What follows belongs to an exercise in optimizing a design on an open flow for small area and few clock cycles per item; a production flow would make more cautious choices.
RTL that was checked went through simulation tests only; none was proved equivalent to the original.
Only the layout flow was run in runs 1 and 3 to 5; the RTL was not checked for function there.
Power figures rest on the tool's default switching activity, not on a simulated workload.

$ cat design/flow/flow/run.sh
#!/bin/bash
# Own flow: the standard layout (standard.sh, unchanged synthesis and
# steps), except that the port buffers are plain buf_2 cells instead of the
# delay buffers buffer_ports picks by default. Every port still gets a buffer.
set -euo pipefail
export BUFFER_PORTS_ARGS="-buffer_cell sky130_fd_sc_hd__buf_2"
bash standard.sh finish > standard_flow.log 2>&1
$ cat design/flow/standard.sh
#!/bin/bash
# synth_recipe.tcl (not shown) runs the flow's synth.tcl, then flattens the netlist and writes it again
# the make line also repeats each setting of config.mk as NAME=value (left out here)
make -C /OpenROAD-flow-scripts/flow DESIGN_CONFIG=/design/flow/config.mk WORK_HOME=/design/flow/orfs CLKGATE_MAP_FILE= SYNTH_SCRIPT=/design/flow/synth_recipe.tcl "${@:-finish}"
$ cat design/flow/config.mk
export PLATFORM = sky130hd
export DESIGN_NAME = stack_with_remove_by_value_unit
export DESIGN_NICKNAME = stack_with_remove_by_value_unit
export VERILOG_FILES = /design/flow/design.v
export SDC_FILE = /design/flow/constraint.sdc
export NUM_CORES = 4
export LEC_CHECK = 0
export CAP_MARGIN = 5
export CORE_MARGIN = 2
export CORE_UTILIZATION = 50
export CTS_CLUSTER_DIAMETER = 100
export CTS_CLUSTER_SIZE = 24
export GPL_TIMING_DRIVEN = 0
export SETUP_SLACK_MARGIN = -0.04
export SLEW_MARGIN = 5
export SYNTH_HIERARCHICAL = 1
export SYNTH_MINIMUM_KEEP_SIZE = 0
$ cat design/flow/constraint.sdc
create_clock -name core_clock -period 3.2 [get_ports {aclk}]
set_input_delay 0.6400 -clock core_clock [delete_from_list [all_inputs] [get_ports {aclk}]]
set_output_delay 0.6400 -clock core_clock [all_outputs]
set_load 0.01 [all_outputs]
$ cat design/flow/design.v
`timescale 1ns / 1ps
package stkrm_pkg;
    localparam int unsigned DEPTH_DEFAULT = 32;
    localparam int unsigned VALUE_W       = 8;
    localparam int unsigned COUNT_W       = 6;
    localparam int unsigned S_TDATA_W     = 16;
    localparam int unsigned M_TDATA_W     = 24;
    typedef enum logic [1:0] {
        CMD_PUSH   = 2'd0,
        CMD_POP    = 2'd1,
        CMD_PEEK   = 2'd2,
        CMD_REMOVE = 2'd3
    } cmd_t;
    typedef enum logic [1:0] {
        ST_OK    = 2'd0,
        ST_FULL  = 2'd1,
        ST_EMPTY = 2'd2
    } status_t;
    typedef struct packed {
        logic push;
        logic pop;
        logic remove;
    } cell_ctrl_t;
endpackage
`timescale 1ns / 1ps
module stkrm_cell (
    input  logic                              aclk,
    input  logic                              hold,       
    input  logic                              from_up,    
    input  logic                              from_dn,    
    input  logic [stkrm_pkg::VALUE_W-1:0]     above_s,    
    input  logic [stkrm_pkg::VALUE_W-1:0]     below_s,    
    output logic [stkrm_pkg::VALUE_W-1:0]     data_s
);
    for (genvar b = 0; b < stkrm_pkg::VALUE_W; b++) begin : g_bit
        stkrm_bit u_bit (
            .aclk    (aclk),
            .hold    (hold),
            .from_up (from_up),
            .from_dn (from_dn),
            .above_s (above_s[b]),
            .below_s (below_s[b]),
            .data_s  (data_s[b])
        );
    end
endmodule
module stkrm_bit (
    input  logic aclk,
    input  logic hold,
    input  logic from_up,
    input  logic from_dn,
    input  logic above_s,
    input  logic below_s,
    output logic data_s
);
    logic data_reg;
    assign data_s = data_reg;
    always_ff @(posedge aclk) begin
        data_reg <= ~((hold & data_reg) | (from_up & above_s) | (from_dn & below_s));
    end
endmodule
module stkrm_eq8 (
    input  logic [7:0] a,
    input  logic [7:0] b,
    output logic       lo_n,
    output logic       hi_n
);
    logic [7:0] x;
    for (genvar k = 0; k < 8; k++) begin : g_x
        stkrm_xnor2 u_x (.a(a[k]), .b(b[k]), .y(x[k]));
    end
    stkrm_nand4 u_lo (.a(x[0]), .b(x[1]), .c(x[2]), .d(x[3]), .y(lo_n));
    stkrm_nand4 u_hi (.a(x[4]), .b(x[5]), .c(x[6]), .d(x[7]), .y(hi_n));
endmodule
module stkrm_xnor2 (input logic a, input logic b, output logic y);
    assign y = ~(a ^ b);
endmodule
module stkrm_inv (input logic a, output logic y);
    assign y = ~a;
endmodule
module stkrm_nand2 (input logic a, input logic b, output logic y);
    assign y = ~(a & b);
endmodule
module stkrm_nand3 (input logic a, input logic b, input logic c, output logic y);
    assign y = ~(a & b & c);
endmodule
module stkrm_nand4 (input logic a, input logic b, input logic c, input logic d, output logic y);
    assign y = ~(a & b & c & d);
endmodule
module stkrm_nor2 (input logic a, input logic b, output logic y);
    assign y = ~(a | b);
endmodule
module stkrm_nor3 (input logic a, input logic b, input logic c, output logic y);
    assign y = ~(a | b | c);
endmodule
module stkrm_nor4 (input logic a, input logic b, input logic c, input logic d, output logic y);
    assign y = ~(a | b | c | d);
endmodule
module stkrm_and2 (input logic a, input logic b, output logic y);
    assign y = a & b;
endmodule
module stkrm_and3 (input logic a, input logic b, input logic c, output logic y);
    assign y = a & b & c;
endmodule
module stkrm_and4 (input logic a, input logic b, input logic c, input logic d, output logic y);
    assign y = a & b & c & d;
endmodule
module stkrm_phase (
    input  logic aclk,
    input  logic aresetn,
    output logic phase
);
    always_ff @(posedge aclk) begin
        if (!aresetn) phase <= 1'b0;
        else          phase <= !phase;
    end
endmodule
`timescale 1ns / 1ps
module stack_with_remove_by_value_unit #(
    parameter int unsigned DEPTH = stkrm_pkg::DEPTH_DEFAULT
) (
    input  logic                              aclk,
    input  logic                              aresetn,
    input  logic                              s_tvalid,
    output logic                              s_tready,
    input  logic [stkrm_pkg::S_TDATA_W-1:0]   s_tdata,
    output logic                              m_tvalid,
    input  logic                              m_tready,
    output logic [stkrm_pkg::M_TDATA_W-1:0]   m_tdata
);
    localparam int unsigned FILL_W = $clog2(DEPTH + 1);
    localparam int unsigned VW     = stkrm_pkg::VALUE_W;
    localparam int unsigned CW     = stkrm_pkg::COUNT_W;
    localparam int unsigned NG     = DEPTH / 4;         
    logic [1:0]             cmd;
    logic [VW-1:0]          value;
    logic [VW-1:0]          value_s;       
    logic                   accept;
    logic                   empty;
    logic                   full;
    logic                   any_hit;       
    logic                   is_push;
    logic                   is_pop;
    logic                   is_peek;
    logic                   is_remove;
    logic                   shift_dn;      
    logic                   shift_up;      
    logic                   shift_up_n;
    logic                   rm_go;         
    logic                   phase;
    logic [VW-1:0]          key_phase;     
    logic [VW-1:0]          cell_s   [DEPTH];
    logic                   lo_n     [DEPTH];    
    logic                   hi_n     [DEPTH];    
    logic                   look_n   [DEPTH];    
    logic                   hit      [DEPTH];    
    logic                   grp_n    [DEPTH];    
    logic                   dn       [DEPTH];    
    logic                   hold     [DEPTH];    
    logic                   tot_n    [NG];       
    logic                   pre_a_n  [NG+1];     
    logic                   pre_b_n  [NG+1];     
    logic                   occ      [DEPTH];    
    logic [FILL_W-1:0]      fill_reg;
    logic [FILL_W-1:0]      fill_next;
    logic                   out_valid_reg;
    logic [VW-1:0]          out_data_reg;
    logic [1:0]             out_status_reg;
    logic                   out_removed_reg;
    logic [FILL_W+CW-1:0]   count_wide;
    assign cmd       = s_tdata[1:0];
    assign value     = s_tdata[VW+1:2];
    assign value_s   = value ^ key_phase;
    assign accept    = s_tvalid && s_tready;
    assign empty     = (fill_reg == '0);
    assign full      = (fill_reg == FILL_W'(DEPTH));
    assign is_push   = (cmd == stkrm_pkg::CMD_PUSH);
    assign is_pop    = (cmd == stkrm_pkg::CMD_POP);
    assign is_peek   = (cmd == stkrm_pkg::CMD_PEEK);
    assign is_remove = (cmd == stkrm_pkg::CMD_REMOVE);
    assign s_tready = !out_valid_reg || m_tready;
    assign shift_dn   = accept && is_push && !full;
    assign shift_up   = accept && is_pop;         
    assign shift_up_n = !shift_up;
    assign rm_go      = accept && is_remove;
    for (genvar b = 0; b < VW; b++) begin : g_kph
        stkrm_phase u_ph (.aclk(aclk), .aresetn(aresetn), .phase(key_phase[b]));
    end
    for (genvar i = 0; i < DEPTH; i++) begin : g_cell
        logic [VW-1:0] above_s;
        logic [VW-1:0] below_s;
        if (i == 0) begin : g_top
            assign above_s = value_s;
        end else begin : g_mid
            assign above_s = cell_s[i-1];
        end
        if (i == DEPTH - 1) begin : g_bottom
            assign below_s = cell_s[i];           
        end else begin : g_inner
            assign below_s = cell_s[i+1];
        end
        assign occ[i] = (fill_reg > FILL_W'(i));
        stkrm_eq8   u_eq   (.a(cell_s[i]), .b(value_s), .lo_n(lo_n[i]), .hi_n(hi_n[i]));
        stkrm_nand2 u_look (.a(occ[i]), .b(rm_go), .y(look_n[i]));
        stkrm_nor3  u_hit  (.a(lo_n[i]), .b(hi_n[i]), .c(look_n[i]), .y(hit[i]));
        stkrm_cell u_cell (
            .aclk    (aclk),
            .hold    (hold[i]),
            .from_up (shift_dn),
            .from_dn (dn[i]),
            .above_s (above_s),
            .below_s (below_s),
            .data_s  (cell_s[i])
        );
    end
    for (genvar j = 0; j < NG; j++) begin : g_grp
        stkrm_inv  u_p0 (.a(hit[4*j]), .y(grp_n[4*j]));
        stkrm_nor2 u_p1 (.a(hit[4*j]), .b(hit[4*j+1]), .y(grp_n[4*j+1]));
        stkrm_nor3 u_p2 (.a(hit[4*j]), .b(hit[4*j+1]), .c(hit[4*j+2]), .y(grp_n[4*j+2]));
        stkrm_nor4 u_p3 (.a(hit[4*j]), .b(hit[4*j+1]), .c(hit[4*j+2]), .d(hit[4*j+3]),
                         .y(grp_n[4*j+3]));
        assign tot_n[j] = grp_n[4*j+3];
    end
    assign pre_a_n[0] = 1'b1;
    assign pre_a_n[1] = tot_n[0];
    for (genvar j = 0; j <= 4; j++) begin : g_pb_lo
        assign pre_b_n[j] = 1'b1;
    end
    stkrm_and2 u_a2 (.a(tot_n[0]), .b(tot_n[1]), .y(pre_a_n[2]));
    stkrm_and3 u_a3 (.a(tot_n[0]), .b(tot_n[1]), .c(tot_n[2]), .y(pre_a_n[3]));
    for (genvar j = 4; j <= NG; j++) begin : g_pa_hi
        stkrm_and4 u_a4 (.a(tot_n[0]), .b(tot_n[1]), .c(tot_n[2]), .d(tot_n[3]),
                         .y(pre_a_n[j]));
    end
    assign pre_b_n[5] = tot_n[4];
    stkrm_and2 u_b6 (.a(tot_n[4]), .b(tot_n[5]), .y(pre_b_n[6]));
    stkrm_and3 u_b7 (.a(tot_n[4]), .b(tot_n[5]), .c(tot_n[6]), .y(pre_b_n[7]));
    stkrm_and4 u_b8 (.a(tot_n[4]), .b(tot_n[5]), .c(tot_n[6]), .d(tot_n[7]), .y(pre_b_n[8]));
    stkrm_nand2 u_any (.a(pre_a_n[NG]), .b(pre_b_n[NG]), .y(any_hit));
    for (genvar i = 0; i < DEPTH; i++) begin : g_sel
        localparam int J = i / 4;
        if (J == 0) begin : g_j0
            stkrm_nand2 u_dn (.a(grp_n[i]), .b(shift_up_n), .y(dn[i]));
        end else if (J <= 4) begin : g_jlo
            stkrm_nand3 u_dn (.a(grp_n[i]), .b(pre_a_n[J]), .c(shift_up_n), .y(dn[i]));
        end else begin : g_jhi
            stkrm_nand4 u_dn (.a(grp_n[i]), .b(pre_a_n[J]), .c(pre_b_n[J]), .d(shift_up_n),
                              .y(dn[i]));
        end
        stkrm_nor2 u_hold (.a(dn[i]), .b(shift_dn), .y(hold[i]));
    end
    always_comb begin
        fill_next = fill_reg;
        if (shift_dn)                                fill_next = fill_reg + 1'b1;
        else if ((shift_up && !empty) || any_hit)    fill_next = fill_reg - 1'b1;
    end
    always_ff @(posedge aclk) begin
        if (!aresetn) begin
            phase         <= 1'b0;
            fill_reg      <= '0;
            out_valid_reg <= 1'b0;
        end else begin
            phase    <= !phase;
            fill_reg <= fill_next;
            if (accept) begin
                out_valid_reg <= 1'b1;
            end else if (m_tready) begin
                out_valid_reg <= 1'b0;
            end
        end
    end
    always_ff @(posedge aclk) begin
        if (accept) begin
            out_data_reg    <= ((is_pop || is_peek) && !empty) ? (cell_s[0] ^ {VW{phase}}) : '0;
            out_status_reg  <= (is_push && full)                ? stkrm_pkg::ST_FULL  :
                               ((is_pop || is_peek) && empty)   ? stkrm_pkg::ST_EMPTY :
                                                                  stkrm_pkg::ST_OK;
            out_removed_reg <= any_hit;
        end
    end
    assign count_wide = {{CW{1'b0}}, fill_reg};
    assign m_tvalid = out_valid_reg;
    assign m_tdata  = {{(stkrm_pkg::M_TDATA_W - VW - 2 - 1 - CW){1'b0}},
                       count_wide[CW-1:0], out_removed_reg, out_status_reg,
                       out_data_reg};
endmodule
==> metrics.md, run 1 <==
| Metric | Value |
|---|---|
| CTS H-tree depth | 1 |
| Top cells by area, synth | dfxtp_1 (41%), a222oi_1 (20%), xnor2_1 (18%), nand4_1 (3.6%), nor3_2 (3.1%) |
| Post-synth top area cell | dfxtp_1 |
| First-pass GRT wire length | roughly 60 mm |
| Relative max-transition margin | 41.1% |
| Chip Height | 166 µm |
| CP Max Fanout | 13 |
| Drt first-iter violations | 1685 |
| DP HPWL | 24.2 mm |
| Crit path DAT | 3.55 ns |
| Final setup violation count | 0 |
| Syn Inst Count | 1190 |
| Yosys cell types | 44 |
| Vias | 11032 |
| Placed Area | 14200 µm² |
| Worst EP required | 3.63 ns |
| # clock sinks | 283 |
| Number of antenna violations at the first check in global routing | 0 |
| Clk root buf | clkbuf_16 |
| # DRC | 0 |
| Total power | about 12 mW |
| Synth top area share | 41.5% |
| Minimum clock period | 3.12 ns |
| Count of final hold-check violations | 0 |
| I/O Buffers | 32 |
| PwrDens | around 810 nW/µm² |
| Worst skew pair latency | 0.50 ns |
| CTS tree | yes |
| Worst Max-Slew Pin Slew | 0.883 ns |
| Met2 WL post-DR | 17.5 mm |
| Longest Clk Path Bufs | 3 |
| Kind of critical path | flip-flop to flip-flop |
| Leak Pwr | 5.49 nW |
| Pre-antenna DRT Iters | 9 |
| Post-route ant nets | 0 |
| Wire length on met3 | approximately 1.7 mm |
| Synth Cell Area | 13100 µm² |
| Ant diodes | 0 |
| Post-route insts no fill | 1640 |
| Pin count of the biggest net entering global routing | roughly 150 |
| Sequential share of the synthesized area | roughly 44% |
| Core Region | between 20000 and 30000 µm² |
| Synth Warn # | 25 |
| Outcome | timing/DRC/antenna clean |
| Worst Setup End Kind | flip-flop |
| Die footprint | 27600 µm² |
| Layout cells sized above 1 | a little under a fifth |
| GRT Total Usage | 25.1% |
| Final core utilization | 59.4% |
| Vias in the first global route | 10755 |
| WL final | about 36 mm |
| Cell Rows | 59 |
| Total CTS buffers | 15 |
| Post-route cell area | 15400 µm² |
| RSZ-0062 raised after global routing | yes |
| GPL Wtd Cong | around 0.85 |
| Max Clk Rate | 321 MHz |
| Drt via density | 6.73 |
| Worst Skew | 0.0151 ns |
| Total grt overflow | 0 |
| Fin. max-slew vios | 0 |
| Clock slew at reported path FFs | 0.10 ns |
| Flops & latches, synth | 283 |
| Die Width | 166 µm |
| Worst Setup Start Kind | flip-flop |
| Starting density of the core | 50.7% |
| Worst VDD drop | approximately 0.00054 V |
| MaxCap Viol Count | 0 |
| Placed cells | 1572 |
| Nets | 1331 |
| Met1 WL | 16.0 mm |
| Average cell area after synthesis | around 11 µm² |
| DR WL/cell | 21.8 µm |
| Crit share post-route | 97.5% |
| Top Layer Used | met4 |
| Area Overhead vs Synth | 17.2% |
| HP Class | input port to flip-flop |
| IO Count | 46 |
| Max reg flops | 256 |
## Yosys stat by module (local to each module, per instance), a selection
module,area [µm²],cells inside,flops+latches
stkrm_nor4,12.5,1,0
stkrm_xnor2,8.76,1,0
stkrm_and4,8.76,1,0
stack_with_remove_by_value_unit,1470,171,19
stkrm_nor2,3.75,1,0
stkrm_nand3,5.00,1,0
stkrm_and3,6.26,1,0
stkrm_bit,30.0,2,1
stkrm_nor3,10.0,1,0
stkrm_and2,6.26,1,0
stkrm_nand2,3.75,1,0
stkrm_inv,3.75,1,0
## cells by family after synthesis
family,share of synthesized area [%]
multiplexers,0.381
other,0.0286
buffers and inverters,1.37
adder cells (fa/ha/maj),0.667
XOR/XNOR,18.3
AO/OA/AOI/OAI,21.4
AND/OR/NAND/NOR,13.8
flip-flops,44.0
## critical path, stage by stage, from the launching register on
cell	delay (ns)
dfxtp_1	0.47
xor2_4	0.25
buf_12	0.19
buf_4	0.12
xnor2_1	0.10
nand4_1	0.16
nor3_2	0.35
nor4_4	0.05
buf_4	0.17
and4_1	0.23
nand2_2	0.11
a311oi_4	0.05
buf_6	0.19
or3_2	0.45
a21boi_1	0.15
## repair_timing
| item | 4_1_cts | 5_1_grt |
|---|---|---|
| cloned | 2 | 1 |
| gates resized for setup | 21 | 49 |
| buffers inserted | 38 | 10 |
| hold buffers | 0 | 0 |
| pin swaps | 23 | 9 |
| setup endpoints to repair | 262 | 262 |
## cell usage after synthesis
cell and n:
nand3_1 19, nand2b_1 8, or3_2 2, nor3_2 40
a222oi_1 256, nor4_2 8, and4_1 6, nor4_1 1
xnor2_1 266, or2_2 2, and2_1 4, a221oi_1 1
mux2i_1 5, xor2_1 8, nor2b_1 2, ha_1 7
and3_1 4, a41o_1 1, o2111ai_4 1, a21o_2 1
o21ai_0 12, buf_2 1, o31ai_1 1, a21boi_1 2
inv_1 20, or3_1 1, a311oi_4 1, a21o_1 5
inv_4 1, buf_4 8, a21oi_1 1, nand4_1 76
nor2_1 58, clkbuf_1 9, a21boi_0 1, nor2b_4 8
edfxtp_1 11, or3b_4 1, a211oi_1 1, nand2_1 51
nor3_1 2, dfxtp_1 272, conb_1 1, o21bai_1 4
## routing by layer
| layer | up-vias | GRT usage [%] |
|---|---|---|
| met3 | 38 | 2.60 |
| met1 | 5495 | 34.9 |
| li1 | 5168 | - |
| met4 | 0 | 4.73 |
| met5 | - | 0 |
| met2 | 331 | 42.8 |
## final cells by class
cell class / instances / area (µm²)
timing repair buffer: 91 / 856
tap: 335 / 419
clock inverter: 1 / 6.26
fill: 2223 / 10500
buffer: 17 / 98.8
clock buffer: 17 / 383
sequential: 283 / 5780
timing repair inverter: 1 / 11.3
inverter: 21 / 105
multi-input combinational: 874 / 7730
## metrics by stage
stage	setup slack [ns]	hold WS [ns]	setup TNS (ns)
2_1_floorplan	-0.154	0.483	-25.11
3_3_place_gp	-1.52	0.509	-327.03
3_5_place_dp	-1.04	0.511	-222.61
4_1_cts	-0.0227	0.414	-0.0364
5_1_grt	-0.0576	0.439	-0.313
6_report	0.0799	0.427	0
## where the power goes
group	switching, mW	internal, mW	total [mW]
Clock	1.15	0.860	2.01
Sequential	1.74	4.91	6.64
Combinational	1.56	2.22	3.78
Total	4.44	7.99	12.4
## path summary, 6_finish.rpt
path	start	end	slack [ns]	depth (start not counted)
hold reg to reg	g_kph[0].u_ph.phase	g_kph[0].u_ph.phase	0.49	1
hold / removal	s_tvalid	out_valid_reg	0.43	3
setup reg to reg	g_kph[5].u_ph.phase	fill_reg[5]	0.08	14
setup / recovery	g_kph[5].u_ph.phase	fill_reg[5]	0.08	14
## placed cells by master, fill, tap and decap left out, types with 14 or more instances in the layout
master     Yosys  layout
buf_12         0      14
buf_4          8      48
nand4_1       76      76
clkbuf_16      0      15
nand2_1       51      49
inv_1         20      19
xnor2_1      266     266
nor2_4         0      26
buf_2          1      34
a222oi_1     256     256
nor3_2        40      31
dfxtp_1      272     270
nor2_1        58      28
==> run 2, diff against run 1 <==
--- a/design/flow/design.v
+++ b/design/flow/design.v
@@ -197,3 +197,3 @@
         if (i == DEPTH - 1) begin : g_bottom
-            assign below_s = cell_s[i];           
+            assign below_s = '0;
         end else begin : g_inner
--- a/design/flow/config.mk
+++ b/design/flow/config.mk
@@ -9,7 +9,7 @@
 export CORE_MARGIN = 2
-export CORE_UTILIZATION = 50
-export CTS_CLUSTER_DIAMETER = 100
-export CTS_CLUSTER_SIZE = 24
+export CORE_UTILIZATION = 30
+export CTS_BUF_LIST = sky130_fd_sc_hd__clkbuf_8
+export CTS_CLUSTER_DIAMETER = 70
+export CTS_CLUSTER_SIZE = 14
 export GPL_TIMING_DRIVEN = 0
-export SETUP_SLACK_MARGIN = -0.04
 export SLEW_MARGIN = 5
==> metrics.md, run 2 <==
| Metric | Value |
|---|---|
| Worst Skew | 0.0294 ns (+0.0143 ns) |
| First-pass GRT wire length | 59.9 mm (+2.8%) |
| Vias | 11188 (+1.4%) |
| Clk root buf | clkbuf_8 |
| Number of antenna violations at the first check in global routing | 0 (unchanged) |
| # DRC | 0 (unchanged) |
| Post-synth top area cell | dfxtp_1 |
| Flop-to-flop setup slack | 0.15 ns (+0.07 ns) |
| Area Overhead vs Synth | 20.7% |
| Mux cell area share after synthesis | 0.381% (unchanged) |
| Synth top area share | 41.5% (unchanged) |
| Total power | 12.4 mW (-0.44%) |
| Post-route ant nets | 0 (unchanged) |
| Starting density of the core | 30.4% (-20 points) |
| Synth Cell Area | 13100 µm² (unchanged) |
| Clock slew at reported path FFs | 0.10 ns (about the same) |
| Largest family of logic cells by synthesized area | compound AO/OA/AOI/OAI gates |
| Worst Max-Slew Pin Slew | 0.850 ns (-0.0325 ns) |
| Place WS | -1.06 ns (-0.0272 ns) |
| Fraction of the mapped netlist area in compound gates | 21.4% (unchanged) |
| Post-route cell area | 15800 µm² (+2.9%) |
| Crit path DAT | 3.53 ns (-0.02 ns) |
| Pre-antenna DRT Iters | 9 (unchanged) |
| CP Max Fanout | 8 (-5) |
| Worst setup margin | 0.152 ns (+0.0722 ns) |
| Top cells by area, synth | dfxtp_1 (41%), a222oi_1 (20%), xnor2_1 (18%), nand4_1 (3.6%), nor3_2 (3.1%) |
| Kind of critical path | flip-flop to flip-flop |
| Drt first-iter violations | 1889 (+12%) |
| Die footprint | 45400 µm² (+65%) |
| Leading cell type by number of instances after synthesis | dfxtp_1 |
| Nets | 1351 (+1.5%) |
| Vias in the first global route | 11049 (+2.7%) |
| Total grt overflow | 0 (unchanged) |
| Drt via density | 5.85 (-13%) |
| Setup_tns | 0 ns (unchanged) |
| Most frequent cells in the layout | xnor2_1 (266), dfxtp_1 (265), a222oi_1 (256), nand4_1 (76), nand2_1 (48) |
| Outcome | timing/DRC/antenna clean |
| Ys flop type | dfxtp_1 |
| Syn Inst Count | 1190 (unchanged) |
| Fraction of registers with async set/reset | 0% (unchanged) |
| Fin. max-slew vios | 0 (unchanged) |
| Worst Hold Margin | 0.379 ns (-0.0489 ns) |
| Worst VDD drop | 0.000321 V (-40%) |
| CP peak stage delay | 0.42 ns (-0.05 ns) |
| CTS tree | yes |
| Total CTS buffers | 24 (+9) |
| Synth Area in XOR/XNOR | 18.3% (unchanged) |
| WL final | 37.2 mm (+3.8%) |
| Worst Setup End Kind | flip-flop |
| DP HPWL | 24.6 mm (+1.7%) |
| Kind of cell adding the most delay to the critical path | simple AND/OR/NAND/NOR gates |
| Leak Pwr | 5.66 nW (+3.2%) |
| Crit-path slowest cell | or3b_4 |
| Post-route insts no fill | 1914 (+17%) |
| Final setup violation count | 0 (unchanged) |
| Filler Cell Count | 4342 (+95%) |
| Register area | 5780 µm² (+0.11%) |
| Final core utilization | 36.7% (-23 points) |
| MaxCap Viol Count | 0 (unchanged) |
| Synth Warn # | 25 (unchanged) |
| # clock sinks | 283 (unchanged) |
| Count of final hold-check violations | 0 (unchanged) |
| Placed Area | 14600 µm² (+2.4%) |
| Core Region | 43200 µm² (+67%) |
| Worst Setup Start Kind | flip-flop |
| Area of the multi-input gates | 7850 µm² (+1.5%) |
| Yosys cell types | 44 (unchanged) |
| Max reg flops | 256 (unchanged) |
| I/O Buffers | 32 (unchanged) |
| Worst EP required | 3.68 ns (+0.05 ns) |
| CTS H-tree depth | 1 (unchanged) |
| Sequential share of the synthesized area | 44.0% (unchanged) |
| HP Class | input port to flip-flop |
| Relative max-transition margin | 43.3% (+2.2 points) |
| Placed cells | 1830 (+16%) |
| Minimum clock period | 3.05 ns (-0.0722 ns) |
| Worst skew pair latency | 0.58 ns (+0.08 ns) |
| Pin count of the biggest net entering global routing | 79 (-47%) |
| Chip Height | 213 µm (+28%) |
| WP buf/inv | 3 (-1) |
| Flops & latches, synth | 283 (unchanged) |
| CP cell instances | clkbuf_4 -> inv_2 -> ha_4 -> or3b_4 -> a21o_2 -> nand2_2 -> nor3_4 -> nor4_4 -> and4_1 -> nand2_2 -> a311oi_4 -> buf_4 -> mux2i_1 -> nor2b_1 |
| Post-synthesis simple-gate area fraction | 13.8% (unchanged) |
| IO Count | 46 (unchanged) |
| Die Width | 213 µm (+28%) |
| Max Clk Rate | 328 MHz (+2.4%) |
| DR WL/cell | 19.4 µm (-11%) |
| GPL Wtd Cong | 0.818 (-4.2%) |
| Cell Rows | 76 (+29%) |
| Longest Clk Path Bufs | 3 (unchanged) |
| Top cell by count, worst path | nand2_2 |
| GRT Total Usage | 16.1% (-9.0 points) |
| Average cell area after synthesis | 11.0 µm² (unchanged) |
| Post-synth EDFFs | 11 (unchanged) |
| Ant diodes | 0 (unchanged) |
| Cts hold-fix bufs | 0 (unchanged) |
| Synth top cells by count | dfxtp_1 (272), xnor2_1 (266), a222oi_1 (256), nand4_1 (76), nor2_1 (58) |
| Post-synthesis adder-cell area fraction | 0.667% (unchanged) |
| Commonest non-fill, non-tap cell in the layout | xnor2_1 |
| Layout cells sized above 1 | 20.3% (+1.5 points) |
| PwrDens | 781 nW/µm² (-3.3%) |
| Crit share post-route | 95.2% (-2.3 points) |
## run 2: cell types whose count changed in the layout (fill, tap and decap cells not counted), moves of 4 or more
| cell | previous run | this run |
|---|---|---|
| clkbuf_16 | 15 | 0 |
| clkbuf_8 | 0 | 27 |
| conb_1 | 7 | 15 |
| dfxtp_1 | 270 | 265 |
| dfxtp_2 | 2 | 7 |
| inv_6 | 0 | 4 |
| nor3_2 | 31 | 25 |
| nor3_4 | 9 | 15 |
## run 2: timing repair
item | 4_1_cts | 5_1_grt
gates resized for setup | 35 | 54
cloned | 7 | 0
setup buffers | 33 | 13
pin swaps | 22 | 14
setup endpoints to repair | 262 | 262
## run 2: power by group
part	total [mW]	internal, mW	switching [mW]	leakage (nW)
Combinational	3.80	2.22	1.59	3.04
Sequential	6.62	4.90	1.73	2.41
Clock	1.95	0.756	1.19	0.213
## run 2: cells by family (layout without fill, tap and decap cells)
group / Yosys count / after routing
adders and majority gates: 7 / 7
other: 1 / 15
xor gates and xnor gates: 274 / 274
buffers and inverters: 39 / 163
AOI/OAI and AO/OA: 288 / 288
DFF: 283 / 283
muxes: 5 / 5
and+or+nand+nor: 293 / 294
## run 2: layout make-up
type / instances / area share, %
clock buffers: 27 / 2.35
plain buffers: 18 / 0.671
inverters: 21 / 0.663
multi-input cells: 883 / 49.5
repair inverters: 4 / 0.221
well taps: 585 / 4.62
flip-flops and latches: 283 / 36.5
repair buffers: 89 / 5.33
clock inverters: 4 / 0.111
## run 2: final timing paths
path | from | to | cells past startpoint
hold reg to reg | g_kph[0].u_ph.phase | g_kph[0].u_ph.phase | 1
hold / removal | s_tvalid | out_valid_reg | 3
setup reg to reg | fill_reg[0] | fill_reg[1] | 14
setup / recovery | fill_reg[0] | fill_reg[1] | 14
## run 2: worst register-to-register path, delay by kind of cell, from the launching register on
family / cells / cell delay [ns]
simple gates: 7 / 1.34
mux: 1 / 0.17
compound gates: 2 / 0.48
flops: 1 / 0.35
buf+inv: 3 / 0.44
fa+ha+maj: 1 / 0.20
## run 2: routing by layer
layer	wire, µm	part of all wire, %	vias to the layer above	GRT usage (%)
li1	-	-	5200	-
met1	16400	44	5566	21.4
met2	17900	48	360	27.5
met3	1970	5.3	62	1.76
met4	872	2.3	0	4.72
met5	0	0	-	0
## run 2: per-module statistics from Yosys (local to each module, per instance), excerpt
module | flip-flops and latches | area, µm² | copies in the design
stkrm_nor3 | 0 | 10.0 | 40
stkrm_nand3 | 0 | 5.00 | 16
stkrm_bit | 1 | 30.0 | 256
stkrm_xnor2 | 0 | 8.76 | 256
stkrm_and2 | 0 | 6.26 | 2
stkrm_nor4 | 0 | 12.5 | 8
Testbench counts of run 2, summed over its fixed seeds: cycles 16,008, items 16,000.
==> run 3, diff against run 2 <==
--- a/design/flow/design.v
+++ b/design/flow/design.v
@@ -107,12 +107,2 @@
 endmodule
-module stkrm_phase (
-    input  logic aclk,
-    input  logic aresetn,
-    output logic phase
-);
-    always_ff @(posedge aclk) begin
-        if (!aresetn) phase <= 1'b0;
-        else          phase <= !phase;
-    end
-endmodule
 `timescale 1ns / 1ps
@@ -150,3 +140,2 @@
     logic                   phase;
-    logic [VW-1:0]          key_phase;     
     logic [VW-1:0]          cell_s   [DEPTH];
@@ -172,3 +161,3 @@
     assign value     = s_tdata[VW+1:2];
-    assign value_s   = value ^ key_phase;
+    assign value_s   = value ^ {VW{phase}};
     assign accept    = s_tvalid && s_tready;
@@ -185,5 +174,2 @@
     assign rm_go      = accept && is_remove;
-    for (genvar b = 0; b < VW; b++) begin : g_kph
-        stkrm_phase u_ph (.aclk(aclk), .aresetn(aresetn), .phase(key_phase[b]));
-    end
     for (genvar i = 0; i < DEPTH; i++) begin : g_cell
@@ -197,3 +183,3 @@
         if (i == DEPTH - 1) begin : g_bottom
-            assign below_s = '0;
+            assign below_s = cell_s[i];           
         end else begin : g_inner
--- a/design/flow/config.mk
+++ b/design/flow/config.mk
@@ -9,6 +9,5 @@
 export CORE_MARGIN = 2
-export CORE_UTILIZATION = 30
-export CTS_BUF_LIST = sky130_fd_sc_hd__clkbuf_8
-export CTS_CLUSTER_DIAMETER = 70
-export CTS_CLUSTER_SIZE = 14
+export CORE_UTILIZATION = 50
+export CTS_CLUSTER_DIAMETER = 100
+export CTS_CLUSTER_SIZE = 24
 export GPL_TIMING_DRIVEN = 0
==> metrics.md, run 3 <==
| Metric | Value |
|---|---|
| Crit-path slowest cell | or3_2 |
| Leak Pwr | 5.88 nW (+3.9%) |
| Die Width | 164 µm (-23%) |
| Worst Skew | 0.0192 ns (-0.0102 ns) |
| HP Class | input port to flip-flop |
| Clk root buf | clkbuf_16 |
| Core Region | 25200 µm² (-42%) |
| PwrDens | 794 nW/µm² (+1.6%) |
| Worst VDD drop | 0.000547 V (+70%) |
| GRT Total Usage | 26.5% (+10 points) |
| Max reg flops | 256 (unchanged) |
| Area of the multi-input gates | 7840 µm² (about the same) |
| CP Depth | 16 (+2) |
| R2r startpoint | phase |
| Outcome | timing/DRC/antenna clean |
| Cell Rows | 58 (-24%) |
| Syn Inst Count | 1175 (-1.3%) |
| CTS H-tree depth | 1 (unchanged) |
| Worst setup margin | 0.0426 ns (-0.110 ns) |
| CP Max Fanout | 8 (unchanged) |
| Worst Setup Start Kind | flip-flop |
| Worst Hold Depth | 3 (unchanged) |
| WL final | 37.0 mm (-0.49%) |
| CP cell instances | clkbuf_16 -> xor2_4 -> buf_12 -> buf_16 -> buf_12 -> xnor2_2 -> nand4_1 -> nor3_4 -> nor4_4 -> buf_4 -> and4_4 -> nand2_4 -> a311oi_4 -> buf_6 -> or3_2 -> a21boi_1 |
| Chip Height | 164 µm (-23%) |
| CTS tree | yes |
| Drt first-iter violations | 1847 (-2.2%) |
| Synth top cells by count | xnor2_1 (266), dfxtp_1 (264), a222oi_1 (256), nand4_1 (76), nor2_1 (58) |
| # DRC | 0 (unchanged) |
| Final setup violation count | 0 (unchanged) |
| Top cells by area, synth | dfxtp_1 (41%), a222oi_1 (20%), xnor2_1 (18%), nand4_1 (3.7%), nor3_2 (3.1%) |
| Worst skew pair latency | 0.51 ns (-0.07 ns) |
| Most frequent cells in the layout | dfxtp_1 (261), a222oi_1 (256), xnor2_1 (255), nand4_1 (76), buf_4 (72) |
| Post-synth top area cell | dfxtp_1 |
| Ant diodes | 0 (unchanged) |
| MaxCap Viol Count | 0 (unchanged) |
| Pre-antenna DRT Iters | 8 (-1) |
| Vias in the first global route | 10507 (-4.9%) |
| First-pass GRT wire length | 58.1 mm (-3.0%) |
| Post-synth EDFFs | 11 (unchanged) |
| Place WS | -1.17 ns (-0.109 ns) |
| GPL Wtd Cong | 0.811 (-0.77%) |
| Reg2Reg Depth | 16 (+2) |
| Nets | 1353 (+0.15%) |
| Ys flop type | dfxtp_1 |
| Top cell by count, worst path | buf_12 |
| DR WL/cell | 22.3 µm (+15%) |
| Worst Setup End Kind | flip-flop |
| Worst EP required | 3.64 ns (-0.04 ns) |
| Register area | 5620 µm² (-2.8%) |
| Total grt overflow | 0 (unchanged) |
| Yosys cell types | 43 (-2.3%) |
| Pin count of the biggest net entering global routing | 89 (+13%) |
| RR Endpoint | fill_reg[5] |
| Longest Clk Path Bufs | 3 (unchanged) |
| Synth top area share | 41.1% (-0.39 points) |
| Die footprint | 27000 µm² (-41%) |
| Vias | 11210 (+0.20%) |
| Synth Cell Area | 12900 µm² (-2.0%) |
| Flops & latches, synth | 275 (-2.8%) |
| Number of antenna violations at the first check in global routing | 0 (unchanged) |
| Sequential share of the synthesized area | 43.7% (-0.33 points) |
| Relative max-transition margin | 40.6% (-2.7 points) |
| Max Clk Rate | 317 MHz (-3.5%) |
| Commonest non-fill, non-tap cell in the layout | dfxtp_1 |
| Cts hold-fix bufs | 0 (unchanged) |
| Synth Warn # | 24 (-4.0%) |
| Post-route ant nets | 0 (unchanged) |
| Kind of cell adding the most delay to the critical path | simple AND/OR/NAND/NOR gates |
| HP Start | s_tvalid |
| Worst Max-Slew Pin Slew | 0.891 ns (+0.0406 ns) |
| Post-route insts no fill | 1657 (-13%) |
| Post-route cell area | 15800 µm² (-0.17%) |
| Average cell area after synthesis | 10.9 µm² (-0.78%) |
| WP buf/inv | 6 (+3) |
| Leading cell type by number of instances after synthesis | xnor2_1 |
| Area Overhead vs Synth | 23.0% |
| Fin. max-slew vios | 0 (unchanged) |
| Final core utilization | 62.8% (+26 points) |
| Filler Cell Count | 2038 (-53%) |
| Kind of critical path | flip-flop to flip-flop |
| # clock sinks | 275 (-2.8%) |
| IO Count | 46 (unchanged) |
| Crit share post-route | 98.7% (+3.4 points) |
| CP peak stage delay | 0.44 ns (+0.02 ns) |
| Placed Area | 13900 µm² (-4.2%) |
| DP HPWL | 24.1 mm (-2.1%) |
| Clock slew at reported path FFs | 0.09 ns (about the same) |
| Flop-to-flop setup slack | 0.04 ns (-0.11 ns) |
| Total CTS buffers | 15 (-38%) |
| Hold EP | out_valid_reg |
| RSZ-0062 raised after global routing | yes |
| Drt via density | 6.77 (+16%) |
| Layout cells sized above 1 | 22.3% (+2.0 points) |
| Worst Hold Margin | 0.417 ns (+0.0382 ns) |
| Placed cells | 1552 (-15%) |
| Fraction of registers with async set/reset | 0% (unchanged) |
| I/O Buffers | 32 (unchanged) |
| Count of final hold-check violations | 0 (unchanged) |
| Starting density of the core | 51.1% (+21 points) |
| Total power | 12.6 mW (+1.4%) |
| Crit path DAT | 3.60 ns (+0.07 ns) |
| Setup_tns | 0 ns (unchanged) |
| Minimum clock period | 3.16 ns (+0.110 ns) |
==> run 3: changes by cell type after synthesis, sizes merged <==
cell    delta
clkbuf     +1
dfxtp      -8
nor2b      -8
==> run 3: timing repair <==
action,CTS,global route
pin swaps,38,46
gates resized for setup,75,58
setup buffers,56,29
setup endpoints to repair,263,260
cloned,3,4
==> run 3: layout make-up <==
cell class | instances | area share, %
repair buffers | 128 | 8.23
well taps | 330 | 2.61
inverters | 21 | 0.665
repair inverters | 1 | 0.0554
plain buffers | 18 | 0.791
clock inverters | 2 | 0.0870
multi-input cells | 866 | 49.6
clock buffers | 16 | 2.46
flip-flops and latches | 275 | 35.5
==> run 3: worst max-delay path by stage <==
stage / startpoint / endpoint / slack, ns
global placement: s_tdata[4] / g_cell[30].u_cell.g_bit[6].u_bit.data_reg / -1.61
finish: phase / fill_reg[5] / 0.04
CTS: fill_reg[0] / g_cell[24].u_cell.g_bit[6].u_bit.data_reg / 0.02
detailed placement: s_tdata[5] / g_cell[30].u_cell.g_bit[7].u_bit.data_reg / -1.17
floorplan: phase / g_cell[22].u_cell.g_bit[0].u_bit.data_reg / -0.24
global route: phase / g_cell[28].u_cell.g_bit[4].u_bit.data_reg / -0.05
==> run 3: logic make-up after synthesis <==
logic type | count (synthesis) | synth area share (%)
AO/OA/AOI/OAI | 288 | 21.9
XOR/XNOR | 274 | 18.7
adder cells (fa/ha/maj) | 7 | 0.681
buffers and inverters | 40 | 1.43
flip-flops | 275 | 43.7
multiplexers | 5 | 0.389
other | 1 | 0.0292
AND/OR/NAND/NOR | 285 | 13.3
==> run 3: per-module statistics from Yosys (local to each module, per instance), excerpt <==
| module | flops+latches | cell area (µm²) | times used | cells inside |
|---|---|---|---|---|
| stkrm_nor2 | 0 | 3.75 | 40 | 1 |
| stkrm_inv | 0 | 3.75 | 8 | 1 |
| stkrm_xnor2 | 0 | 8.76 | 256 | 1 |
| stkrm_and2 | 0 | 6.26 | 2 | 1 |
| stkrm_nand2 | 0 | 3.75 | 37 | 1 |
| stkrm_and4 | 0 | 8.76 | 6 | 1 |
| stkrm_nand4 | 0 | 6.26 | 76 | 1 |
| stkrm_nand3 | 0 | 5.00 | 16 | 1 |
| stkrm_bit | 1 | 30.0 | 256 | 2 |
| stkrm_and3 | 0 | 6.26 | 2 | 1 |
| stkrm_nor4 | 0 | 12.5 | 8 | 1 |
| stack_with_remove_by_value_unit | 19 | 1480 | 1 | 172 |
| stkrm_nor3 | 0 | 10.0 | 40 | 1 |
==> run 3: metal layers <==
| metal | global-route usage [%] | routed length [µm] |
|---|---|---|
| met1 | 37.0 | 16000 |
| met2 | 44.9 | 18100 |
| met3 | 2.41 | 1960 |
| met4 | 5.61 | 876 |
| met5 | 0 | 0 |
==> run 3: where the power goes <==
group | internal [mW] | leakage [nW] | total, mW | switching [mW]
clock | 0.881 | 0.200 | 2.02 | 1.14
sequential | 4.80 | 2.34 | 6.55 | 1.74
combinational | 2.34 | 3.34 | 3.99 | 1.64
total | 8.03 | 5.88 | 12.6 | 4.53
==> run 3: worst reg2reg max path: cells and delay by family, from the launching register on <==
| kind | cells | cell delay [ns] |
|---|---|---|
| compound gates | 2 | 0.18 |
| flops | 1 | 0.37 |
| xor+xnor | 2 | 0.31 |
| simple gates | 6 | 1.32 |
| buf+inv | 6 | 0.93 |
==> run 4, diff against run 3 <==
--- a/design/flow/design.v
+++ b/design/flow/design.v
@@ -107,2 +107,15 @@
 endmodule
+module stkrm_phase (
+    input  logic aclk,
+    input  logic aresetn,
+    output logic phase
+);
+    always_ff @(posedge aclk) begin
+        if (!aresetn) phase <= 1'b0;
+        else          phase <= !phase;
+    end
+endmodule
+module stkrm_mux2 (input logic s, input logic a, input logic b, output logic y);
+    assign y = s ? b : a;
+endmodule
 `timescale 1ns / 1ps
@@ -140,2 +153,3 @@
     logic                   phase;
+    logic [VW-1:0]          key_phase;     
     logic [VW-1:0]          cell_s   [DEPTH];
@@ -154,2 +168,4 @@
     logic [FILL_W-1:0]      fill_next;
+    logic [FILL_W-1:0]      fill_early;    
+    logic [FILL_W-1:0]      fill_dec;
     logic                   out_valid_reg;
@@ -161,3 +177,3 @@
     assign value     = s_tdata[VW+1:2];
-    assign value_s   = value ^ {VW{phase}};
+    assign value_s   = value ^ key_phase;
     assign accept    = s_tvalid && s_tready;
@@ -174,2 +190,5 @@
     assign rm_go      = accept && is_remove;
+    for (genvar b = 0; b < VW; b++) begin : g_kph
+        stkrm_phase u_ph (.aclk(aclk), .aresetn(aresetn), .phase(key_phase[b]));
+    end
     for (genvar i = 0; i < DEPTH; i++) begin : g_cell
@@ -183,3 +202,3 @@
         if (i == DEPTH - 1) begin : g_bottom
-            assign below_s = cell_s[i];           
+            assign below_s = '0;
         end else begin : g_inner
@@ -238,5 +257,9 @@
     always_comb begin
-        fill_next = fill_reg;
-        if (shift_dn)                                fill_next = fill_reg + 1'b1;
-        else if ((shift_up && !empty) || any_hit)    fill_next = fill_reg - 1'b1;
+        fill_early = fill_reg;
+        if (shift_dn)                    fill_early = fill_reg + 1'b1;
+        else if (shift_up && !empty)     fill_early = fill_reg - 1'b1;
+    end
+    assign fill_dec = fill_reg - 1'b1;
+    for (genvar b = 0; b < FILL_W; b++) begin : g_fill
+        stkrm_mux2 u_m (.s(any_hit), .a(fill_early[b]), .b(fill_dec[b]), .y(fill_next[b]));
     end
--- a/design/flow/config.mk
+++ b/design/flow/config.mk
@@ -7,5 +7,5 @@
 export LEC_CHECK = 0
-export CAP_MARGIN = 5
+export CAP_MARGIN = 20
 export CORE_MARGIN = 2
-export CORE_UTILIZATION = 50
+export CORE_UTILIZATION = 30
 export CTS_CLUSTER_DIAMETER = 100
@@ -13,3 +13,3 @@
 export GPL_TIMING_DRIVEN = 0
-export SLEW_MARGIN = 5
+export SLEW_MARGIN = 20
 export SYNTH_HIERARCHICAL = 1
==> metrics.md, run 4 <==
| Metric | Value |
|---|---|
| Syn Inst Count | 1202 (+2.3%) |
| Count of final hold-check violations | 0 (unchanged) |
| Relative max-transition margin | 30.0% (-11 points) |
| Minimum clock period | 3.09 ns (-0.0681 ns) |
| Layout cells sized above 1 | 21.4% (-0.91 points) |
| Fraction of registers with async set/reset | 0% (unchanged) |
| IO Count | 46 (unchanged) |
| # DRC | 0 (unchanged) |
| Crit path DAT | 3.46 ns (-0.14 ns) |
| Final setup violation count | 0 (unchanged) |
| DR WL/cell | 18.5 µm (-17%) |
| CP Max Fanout | 17 (+9) |
| Worst Setup Start Kind | flip-flop |
| Max reg flops | 256 (unchanged) |
| Synth Warn # | 25 (+4.2%) |
| Vias | 11115 (-0.85%) |
| GPL Wtd Cong | 0.791 (-2.5%) |
| Max Clk Rate | 324 MHz (+2.2%) |
| Pre-antenna DRT Iters | 7 (-1) |
| Total CTS buffers | 15 (unchanged) |
| Average cell area after synthesis | 11.0 µm² (+0.86%) |
| Post-synth EDFFs | 11 (unchanged) |
| Starting density of the core | 30.2% (-21 points) |
| Ant diodes | 0 (unchanged) |
| CP cell instances | xor2_4 -> buf_16 -> buf_16 -> xnor2_1 -> nand4_1 -> nor3_2 -> nor4_4 -> and4_2 -> nand4_1 -> buf_4 -> nor2_4 -> a222oi_1 |
| Total grt overflow | 0 (unchanged) |
| Worst skew pair latency | 0.50 ns (about the same) |
| Crit-path slowest cell | dfxtp_1 |
| GRT Total Usage | 14.7% (-12 points) |
| Synth top area share | 41.0% (-0.060 points) |
| Die Width | 214 µm (+30%) |
| PwrDens | 714 nW/µm² (-10%) |
| Top cells by area, synth | dfxtp_1 (41%), a222oi_1 (19%), xnor2_1 (18%), nand4_1 (3.6%), nor3_2 (3.1%) |
| Outcome | timing/DRC/antenna clean |
| Worst VDD drop | 0.000355 V (-35%) |
| Worst Max-Slew Pin Slew | 1.05 ns (+0.156 ns) |
| Setup_tns | 0 ns (unchanged) |
| Leading cell type by number of instances after synthesis | dfxtp_1 |
| Worst Skew | 0.0166 ns (-0.00261 ns) |
| Die footprint | 45900 µm² (+70%) |
| # clock sinks | 283 (+2.9%) |
| Pin count of the biggest net entering global routing | 36 (-60%) |
| Leak Pwr | 5.72 nW (-2.7%) |
| Nets | 1371 (+1.3%) |
| Place WS | -1.64 ns (-0.472 ns) |
| WL final | 35.8 mm (-3.2%) |
| Fin. max-slew vios | 0 (unchanged) |
| Drt via density | 5.74 (-15%) |
| Clk root buf | clkbuf_16 |
| Ys flop type | dfxtp_1 |
| Yosys cell types | 47 (+9.3%) |
| Post-route ant nets | 0 (unchanged) |
| Clock slew at reported path FFs | 0.10 ns (about the same) |
| Core Region | 43900 µm² (+74%) |
| HP Class | flip-flop to flip-flop |
| MaxCap Viol Count | 0 (unchanged) |
| Number of antenna violations at the first check in global routing | 0 (unchanged) |
| Drt first-iter violations | 1776 (-3.8%) |
| Worst Hold Margin | 0.520 ns (+0.104 ns) |
| Chip Height | 214 µm (+30%) |
| Flops & latches, synth | 283 (+2.9%) |
| Area Overhead vs Synth | 22.9% (about the same) |
| Synth Cell Area | 13300 µm² (+3.2%) |
| Area of the multi-input gates | 8010 µm² (+2.2%) |
| Synth top cells by count | dfxtp_1 (272), xnor2_1 (269), a222oi_1 (256), nand4_1 (77), nor2_1 (58) |
| I/O Buffers | 32 (unchanged) |
| CP peak stage delay | 0.48 ns (+0.04 ns) |
| Post-synth top area cell | dfxtp_1 |
| Cell Rows | 77 (+33%) |
| Vias in the first global route | 10612 (+1.0%) |
| CTS H-tree depth | 1 (unchanged) |
| Cts hold-fix bufs | 0 (unchanged) |
| Crit share post-route | 96.5% (-2.1 points) |
| Kind of critical path | flip-flop to flip-flop |
| Worst EP required | 3.57 ns (-0.07 ns) |
| Total power | 11.6 mW (-7.3%) |
| First-pass GRT wire length | 57.5 mm (-1.1%) |
| Worst setup margin | 0.111 ns (+0.0681 ns) |
| CTS tree | yes |
| Most frequent cells in the layout | xnor2_1 (269), dfxtp_1 (269), a222oi_1 (256), nand4_1 (77) |
| Register area | 5780 µm² (+2.9%) |
| Sequential share of the synthesized area | 43.5% (-0.14 points) |
| Worst Setup End Kind | flip-flop |
| Filler Cell Count | 4336 (+110%) |
| DP HPWL | 25.9 mm (+7.5%) |
| Longest Clk Path Bufs | 3 (unchanged) |
==> run 4: per-module statistics from Yosys, one instance, submodules excluded, excerpt <==
module,cell area [µm²],flops+latches,cells,copies in the design
stkrm_nor2,3.75,0,1,40
stkrm_and4,8.76,0,1,6
stkrm_bit,30.0,1,2,256
stkrm_nand2,3.75,0,1,37
stkrm_nand4,6.26,0,1,76
stkrm_nand3,5.00,0,1,16
stkrm_phase,33.8,1,2,8
stack_with_remove_by_value_unit,1530,19,177,1
stkrm_and2,6.26,0,1,2
stkrm_xnor2,8.76,0,1,256
stkrm_nor4,12.5,0,1,8
stkrm_and3,6.26,0,1,2
stkrm_mux2,15.0,0,1,6
stkrm_nor3,10.0,0,1,40
==> run 4: worst paths after layout <==
kind	start	end	slack, ns	cells past startpoint
worst max-delay path	g_kph[6].u_ph.phase	g_cell[27].u_cell.g_bit[1].u_bit.data_reg	0.11	12
worst min-delay path	g_cell[9].u_cell.g_bit[2].u_bit.data_reg	g_cell[10].u_cell.g_bit[2].u_bit.data_reg	0.52	1
worst max register to register	g_kph[6].u_ph.phase	g_cell[27].u_cell.g_bit[1].u_bit.data_reg	0.11	12
worst min register to register	g_cell[9].u_cell.g_bit[2].u_bit.data_reg	g_cell[10].u_cell.g_bit[2].u_bit.data_reg	0.52	1
==> run 4: per-layer routing <==
layer	global-route usage, %	wire length [µm]	up-vias
li1	-	-	5252
met1	20.7	16600	5542
met2	24.4	17000	287
met3	1.48	1580	34
met4	2.89	597	0
met5	0	0	-
==> run 4: layout make-up <==
type	count	area share, %
repair buffers	112	7.17
well taps	592	4.54
multi-input cells	892	49.1
inverters	22	0.537
plain buffers	18	0.721
clock buffers	18	2.37
clock inverters	1	0.0460
flip-flops and latches	283	35.5
==> run 4: cells by family after synthesis <==
kind of cell	share of synthesized area, %
other	0.0283
buffers and inverters	1.48
adder cells (fa/ha/maj)	0.660
XOR/XNOR	18.4
AO/OA/AOI/OAI	21.0
multiplexers	0.764
AND/OR/NAND/NOR	14.1
flip-flops	43.5
==> run 4: report_power, final <==
part	total (mW)	internal [mW]	switching [mW]
Sequential	6.22	4.72	1.50
Clock	2.03	0.865	1.16
Combinational	3.39	2.05	1.35
==> run 4: timing repair <==
action	CTS	global route
resized for setup	90	45
setup endpoints to repair	239	241
pin swaps	23	33
setup buffers	23	15
cloned	0	2
==> run 4: worst max-delay path, delay by kind of cell, from the launching register on <==
family,cells,cell delay [ns]
DFF,1,0.48
xor gates and xnor gates,2,0.31
and+or+nand+nor,6,1.41
buffers and inverters,3,0.58
AOI/OAI and AO/OA,1,0.13
==> run 4: per-stage QoR <==
stage | area [µm²] | cells | util (%)
finish | 16300 | 1938 | 37.1
CTS | 16000 | 1922 | 36.4
global placement | 14400 | 1840 | 32.8
floorplan | 13500 | 1216 | -
detailed placement | 15100 | 1880 | 34.3
global route | 16300 | 1938 | 37.1
==> run 5, diff against run 4 <==
--- a/design/flow/design.v
+++ b/design/flow/design.v
@@ -120,2 +120,5 @@
 endmodule
+module stkrm_xor2 (input logic a, input logic b, output logic y);
+    assign y = a ^ b;
+endmodule
 `timescale 1ns / 1ps
@@ -154,2 +157,3 @@
     logic [VW-1:0]          key_phase;     
+    logic [VW-1:0]          key_s    [NG/2];   
     logic [VW-1:0]          cell_s   [DEPTH];
@@ -192,2 +196,5 @@
         stkrm_phase u_ph (.aclk(aclk), .aresetn(aresetn), .phase(key_phase[b]));
+        for (genvar c = 0; c < NG / 2; c++) begin : g_kc
+            stkrm_xor2 u_k (.a(value[b]), .b(key_phase[b]), .y(key_s[c][b]));
+        end
     end
@@ -207,3 +214,3 @@
         assign occ[i] = (fill_reg > FILL_W'(i));
-        stkrm_eq8   u_eq   (.a(cell_s[i]), .b(value_s), .lo_n(lo_n[i]), .hi_n(hi_n[i]));
+        stkrm_eq8   u_eq   (.a(cell_s[i]), .b(key_s[i/8]), .lo_n(lo_n[i]), .hi_n(hi_n[i]));
         stkrm_nand2 u_look (.a(occ[i]), .b(rm_go), .y(look_n[i]));
==> metrics.md, run 5 <==
| Metric | Value |
|---|---|
| CTS tree | yes |
| Outcome | timing/DRC/antenna clean |
| Leak Pwr | 5.59 nW (-2.3%) |
| Worst VDD drop | 0.000436 V (+23%) |
| Fin. max-slew vios | 0 (unchanged) |
| Worst Skew | 0.0200 ns (+0.00334 ns) |
| Drt via density | 5.90 (+2.9%) |
| Vias | 11554 (+3.9%) |
| Final setup violation count | 0 (unchanged) |
| Clk root buf | clkbuf_16 |
| Pin count of the biggest net entering global routing | 33 (-8.3%) |
| Total grt overflow | 0 (unchanged) |
| Worst Setup Start Kind | flip-flop |
| Drt first-iter violations | 1899 (+6.9%) |
| RSZ-0062 raised after global routing | yes |
| Setup_tns | 0 ns (unchanged) |
| Ys flop type | dfxtp_1 |
| Nets | 1384 (+0.95%) |
| Vias in the first global route | 11231 (+5.8%) |
| Max reg flops | 256 (unchanged) |
| CP Max Fanout | 10 (-7) |
| # clock sinks | 283 (unchanged) |
| PwrDens | 722 nW/µm² (+1.2%) |
| WL final | 39.1 mm (+9.4%) |
| Post-route ant nets | 0 (unchanged) |
| IO Count | 46 (unchanged) |
| DP HPWL | 28.2 mm (+9.1%) |
| Synth Warn # | 26 (+4.0%) |
| I/O Buffers | 32 (unchanged) |
| DR WL/cell | 20.0 µm (+8.3%) |
| Max Clk Rate | 324 MHz (about the same) |
| Worst skew pair latency | 0.51 ns (about the same) |
| Relative max-transition margin | 53.3% (+23 points) |
| Crit path DAT | 3.48 ns (+0.02 ns) |
| Pre-antenna DRT Iters | 11 (+4) |
| Syn Inst Count | 1248 (+3.8%) |
| Starting density of the core | 30.2% (about the same) |
| Synth Cell Area | 13600 µm² (+2.5%) |
| Commonest non-fill, non-tap cell in the layout | xnor2_1 |
| Synth top cells by count | dfxtp_1 (272), xnor2_1 (266), a222oi_1 (256), nand4_1 (78), nand2_1 (63) |
| Longest Clk Path Bufs | 3 (unchanged) |
| Minimum clock period | 3.09 ns (-0.00138 ns) |
| Clock slew at reported path FFs | 0.10 ns (about the same) |
| Flops & latches, synth | 283 (unchanged) |
| Core Region | 45100 µm² (+2.6%) |
| Synth top area share | 40.0% (-1.0 points) |
| HP Class | input port to flip-flop |
| GRT Total Usage | 16.0% (+1.3 points) |
| Layout cells sized above 1 | 21.0% (-0.41 points) |
| Die Width | 217 µm (+1.2%) |
| Ant diodes | 0 (unchanged) |
| Count of final hold-check violations | 0 (unchanged) |
| Worst EP required | 3.59 ns (+0.02 ns) |
| Most frequent cells in the layout | xnor2_1 (266), dfxtp_1 (261), a222oi_1 (256), nand4_1 (78), nand2_1 (61) |
| GPL Wtd Cong | 0.840 (+6.2%) |
| Yosys cell types | 54 (+15%) |
| Chip Height | 217 µm (+1.2%) |
| Kind of critical path | flip-flop to flip-flop |
| Worst setup margin | 0.112 ns (+0.00138 ns) |
| Post-synth EDFFs | 11 (unchanged) |
| Die footprint | 47100 µm² (+2.5%) |
| Total CTS buffers | 15 (unchanged) |
| Worst Max-Slew Pin Slew | 0.700 ns (-0.347 ns) |
| Average cell area after synthesis | 10.9 µm² (-1.2%) |
| Worst Setup End Kind | flip-flop |
| Fraction of registers with async set/reset | 0% (unchanged) |
| Area Overhead vs Synth | 21.6% |
| Number of antenna violations at the first check in global routing | 1 (+1) |
| Register area | 5810 µm² (+0.52%) |
| Post-synth top area cell | dfxtp_1 |
| Filler Cell Count | 4432 (+2.2%) |
| Leading cell type by number of instances after synthesis | dfxtp_1 |
| Top cells by area, synth | dfxtp_1 (40%), a222oi_1 (19%), xnor2_1 (17%), nand4_1 (3.6%), nor3_2 (2.9%) |
| Worst Hold Margin | 0.478 ns (-0.0425 ns) |
| MaxCap Viol Count | 0 (unchanged) |
| Crit share post-route | 96.5% (about the same) |
| Area of the multi-input gates | 8760 µm² (+9.3%) |
| # DRC | 0 (unchanged) |
| Sequential share of the synthesized area | 42.4% (-1.1 points) |
| Place WS | -1.36 ns (+0.287 ns) |
| First-pass GRT wire length | 62.6 mm (+8.9%) |
| Cell Rows | 78 (+1.3%) |
| CTS H-tree depth | 1 (unchanged) |
-- run 5: final timing paths --
| path | cells after the start | slack [ns] | end | startpoint |
|---|---|---|---|---|
| max | 12 | 0.11 | g_cell[15].u_cell.g_bit[6].u_bit.data_reg | fill_reg[3] |
| min | 3 | 0.48 | out_valid_reg | m_tready |
| max reg2reg | 12 | 0.11 | g_cell[15].u_cell.g_bit[6].u_bit.data_reg | fill_reg[3] |
| min reg2reg | 1 | 0.51 | g_cell[13].u_cell.g_bit[5].u_bit.data_reg | g_cell[12].u_cell.g_bit[5].u_bit.data_reg |
-- run 5: routing by layer --
metal / vias to the layer above / global-route usage (%) / routed length (µm)
met5: - / 0 / 18
met4: 2 / 3.70 / 679
met3: 40 / 2.10 / 2050
met2: 341 / 26.3 / 18500
met1: 5830 / 22.3 / 17900
li1: 5341 / - / -
-- run 5: area by class of cell --
type,instances,area share [%]
Buffer,19,0.726
Clock buffer,17,2.31
Clock inverter,1,0.0454
Inverter,19,0.522
Multi-Input combinational cell,941,52.9
Sequential cell,283,35.1
Tap cell,600,4.54
Timing Repair Buffer,78,3.76
-- run 5: Yosys stat by module (local to each module, per instance), excerpt --
module	area, µm²	flip-flops and latches	times used	cells inside
stkrm_phase	33.8	1	8	2
stkrm_nor3	10.0	0	40	1
stkrm_and4	8.76	0	6	1
stkrm_xnor2	8.76	0	256	1
stkrm_nand4	6.26	0	76	1
stkrm_and2	6.26	0	2	1
stkrm_nand2	3.75	0	37	1
stkrm_inv	3.75	0	8	1
-- run 5: timing repair --
action / in CTS / in global routing
cloned: 0 / 1
hold buffers: 0 / 0
pin swaps: 14 / 27
setup endpoints to repair: 244 / 238
setup buffers: 15 / 12
resized for setup: 132 / 53
-- run 5: critical path: stages (launching register included) --
cell and delay [ns]:
dfxtp_1 0.36, buf_4 0.19, buf_2 0.20, nor2_2 0.10, o21ai_0 0.12, or2_2 0.30
nand2_1 0.10, nor3_2 0.07, nor4_4 0.36, buf_2 0.25, and3_4 0.26, nand3_2 0.20
a222oi_1 0.45
-- run 5: logic make-up (layout without fill, tap and decap cells) --
group | count (synthesis) | in the layout | synth area share, %
AO/OA/AOI/OAI | 293 | 293 | 20.7
adder cells (fa/ha/maj) | 7 | 7 | 0.644
AND/OR/NAND/NOR | 314 | 314 | 14.4
flip-flops | 283 | 283 | 42.4
buffers and inverters | 38 | 134 | 1.36
XOR/XNOR | 306 | 306 | 19.7
multiplexers | 6 | 6 | 0.662
other | 1 | 15 | 0.0276
-- run 5: report_power, final --
part / switching (mW) / internal [mW]
Sequential: 1.69 / 4.78
Clock: 1.17 / 0.860
Combinational: 1.41 / 2.03
Total: 4.27 / 7.67
-- run 5: stage by stage --
| stage | instance area [µm²] | util [%] | cells | total power, mW |
|---|---|---|---|---|
| finish | 16500 | 36.7 | 1958 | 11.9 |
| global route | 16500 | 36.7 | 1958 | 12.6 |
| CTS | 16200 | 36.0 | 1945 | 11.9 |
| detailed placement | 14900 | 33.1 | 1912 | 9.78 |
| global placement | 14600 | 32.5 | 1894 | 9.70 |
| floorplan | 13700 | - | 1262 | 8.74 |

## afterwards: timing with drivers on the ports
In the flow no input, the clock included, has a driving cell. The finished layouts below were timed again as built, in two steps. Step 1: set_driving_cell puts a clkbuf_16 on aclk and a buf_2 on each other input, an assumption about the parent block. Step 2 moves the port delays by t, midway between the first and last clock arrival at a register: inputs arrive t later, outputs are due t later. That takes back most of the time a late clock gives input paths. Slacks: no drivers / after step 1 / after step 2; pairs: no drivers / after step 1.
run	t (ns)	setup slack, ns	hold slack, ns
run 1	0.542	0.080 / 0.080 / -0.284	0.427 / 0.403 / 0.486
run 2	0.612	0.152 / 0.152 / -0.218	0.379 / 0.359 / 0.483
run 3	0.548	0.043 / 0.043 / -0.268	0.417 / 0.384 / 0.516
run 4	0.544	0.111 / 0.111 / -0.205	0.520 / 0.505 / 0.520
run 5	0.551	0.112 / 0.112 / -0.383	0.478 / 0.458 / 0.512
With both steps, setup timing fails in every run listed, where it was met with ideal ports. For run 5, which loses most, drivers alone change the setup slack by 0.000 ns; drivers and shift together by -0.495 ns.
